This design comes from an exercise in tuning for small area, a short achievable clock period and few clock cycles per item on the open sky130 flow, not from production work. The RTL was checked by simulation tests, not by an equivalence proof against the original design. Power and IR drop assume default switching activity.

// window_hit_test_move_to_front_top
module window_hit_test_move_to_front_top #(
   parameter int WINDOWS = wht_pkg::WINDOWS_DEFAULT
) (
   input  logic                        clock,
   input  logic                        reset,
   input  logic                        req_valid,
   output logic                        req_ready,
   input  logic                        req_command,
   input  logic [wht_pkg::ID_BITS-1:0] req_window_index,
   input  logic [wht_pkg::X_BITS-1:0]  req_rect_left,
   input  logic [wht_pkg::Y_BITS-1:0]  req_rect_bottom,
   input  logic [wht_pkg::X_BITS-1:0]  req_rect_right,
   input  logic [wht_pkg::Y_BITS-1:0]  req_rect_top,
   input  logic [wht_pkg::X_BITS-1:0]  req_point_x,
   input  logic [wht_pkg::Y_BITS-1:0]  req_point_y,
   output logic                        rsp_valid,
   input  logic                        rsp_ready,
   output logic                        rsp_hit,
   output logic [wht_pkg::ID_BITS-1:0] rsp_selected_window
);
Settings: LEC_CHECK=0, ABC_CLOCK_PERIOD_IN_PS=2000, CAP_MARGIN=20, CORE_MARGIN=2, CORE_UTILIZATION=40, SETUP_SLACK_MARGIN=3.5, SLEW_MARGIN=20; clock period 6.0 ns.
run.sh (not shown) runs the stock make flow with config.mk's settings and CLKGATE_MAP_FILE= SYNTH_SCRIPT=/design/flow/synth_recipe.tcl, a recipe that flattens the netlist after the stock synthesis.
The baseline completed with no timing, DRC or antenna violations.
Testbench counts at the start, summed over its fixed seeds: cycles 24,024, items 24,000.
Next try:
--- a/flow/config.mk
+++ b/flow/config.mk
@@ -7,7 +7,9 @@
 export LEC_CHECK = 0
-export ABC_CLOCK_PERIOD_IN_PS = 2000
 export CAP_MARGIN = 20
 export CORE_MARGIN = 2
-export CORE_UTILIZATION = 40
+export CORE_UTILIZATION = 60
+export CTS_CLUSTER_DIAMETER = 60
+export CTS_CLUSTER_SIZE = 30
 export SETUP_SLACK_MARGIN = 3.5
 export SLEW_MARGIN = 20
+export TNS_END_PERCENT = 10
Result: Register-to-register slack degrades by 0.20 ns. Sequential share of layout area went up by 2.7 points. Hold slack improves by 0.0046 ns. Die area went down by 33%. Clock skew went down by 0.011 ns. Critical path depth went up by 1. Maximum frequency went down by 6.5%. Routed wire length went down by 0.90%. Via count went up by 1.1%.
Next try:
==> flow/flow/run.sh (new file) <==
#!/bin/bash
# The standard layout with two changes: clock tree synthesis adds no dummy loads to balance
# the leaf buffers, and the ports are buffered with buf_2 rather than the delay buffer that
# buffer_ports picks by itself. The ORFS output goes to standard.log.
set -euo pipefail
export CTS_ARGS="-sink_clustering_enable -repair_clock_nets -dont_use_dummy_load -sink_clustering_size 30 -sink_clustering_max_diameter 60"
export BUFFER_PORTS_ARGS="-buffer_cell sky130_fd_sc_hd__buf_2"
bash standard.sh > standard.log 2>&1
==> flow/standard.sh (new file) <==
#!/bin/bash
# synth_recipe.tcl (not shown) runs the flow's synth.tcl, then flattens the netlist and writes it again
# the make line also repeats each setting of config.mk as NAME=value (left out here)
make -C /OpenROAD-flow-scripts/flow DESIGN_CONFIG=/design/flow/config.mk WORK_HOME=/design/flow/orfs CLKGATE_MAP_FILE= SYNTH_SCRIPT=/design/flow/synth_recipe.tcl "${@:-finish}"
--- a/flow/config.mk
+++ b/flow/config.mk
@@ -14,2 +14 @@
 export SLEW_MARGIN = 20
-export TNS_END_PERCENT = 10
removed: flow/run.sh
Hold slack gets worse by 0.011 ns.
Cell area went down by 1.7%.
Routed wire length decreases by 0.60%.
Worst setup slack loses 0.089 ns.
Next try:
==> flow/run.sh (new file) <==
#!/bin/bash
# synth_recipe.tcl (not shown) runs the flow's synth.tcl, then flattens the netlist and writes it again
# the make line also repeats each setting of config.mk as NAME=value (left out here)
make -C /OpenROAD-flow-scripts/flow DESIGN_CONFIG=/design/flow/config.mk WORK_HOME=/design/flow/orfs CLKGATE_MAP_FILE= SYNTH_SCRIPT=/design/flow/synth_recipe.tcl finish
--- a/flow/config.mk
+++ b/flow/config.mk
@@ -9,3 +9,3 @@
 export CORE_MARGIN = 2
-export CORE_UTILIZATION = 60
+export CORE_UTILIZATION = 40
 export CTS_CLUSTER_DIAMETER = 60
removed: flow/flow/run.sh
removed: flow/standard.sh
=> Final area rose by 5.8%; total power rises by 17%; global-route usage went down by 12 points; flip-flop and latch count stays the same; sequential power is about the same; final cell count came out higher by 12%; count of clock-buffer cells in the layout grows by 32; routed wire length grows by 1.6%; non-clock buffer count is higher by 4.

static timing again, ports no longer ideal:
The results above use ideal ports. As a check the final layouts listed here were re-extracted and re-timed, cells and wires unchanged.
Step 1 sets driving cells, clkbuf_16 on the clock port and buf_2 on the other inputs (assumed; they add their load-dependent delay and slew).
Step 2 adds t to the input delays and takes it off the output delays; t is the mean of the earliest and latest rising clock arrival at the registers after step 1. Input paths then give back, and output paths get back, about the clock's delay inside the block.
a / b / c = ideal / step 1 / step 2; a / b = the first two.
run | t, ns | setup WS [ns] | pins driven straight from the clock port
the first run | 0.750 | 3.506 / 3.505 / 2.782 | 1
the second run | 0.736 | 3.332 / 3.297 / 2.561 | 1
the third run | 0.706 | 3.243 / 3.234 / 2.529 | 1
the fourth run | 0.739 | 3.475 / 3.478 / 2.742 | 1
After both steps every run listed still meets setup and hold. The setup slack of the second run, which loses most, moves by -0.035 ns with the drivers and by -0.771 ns with both steps.
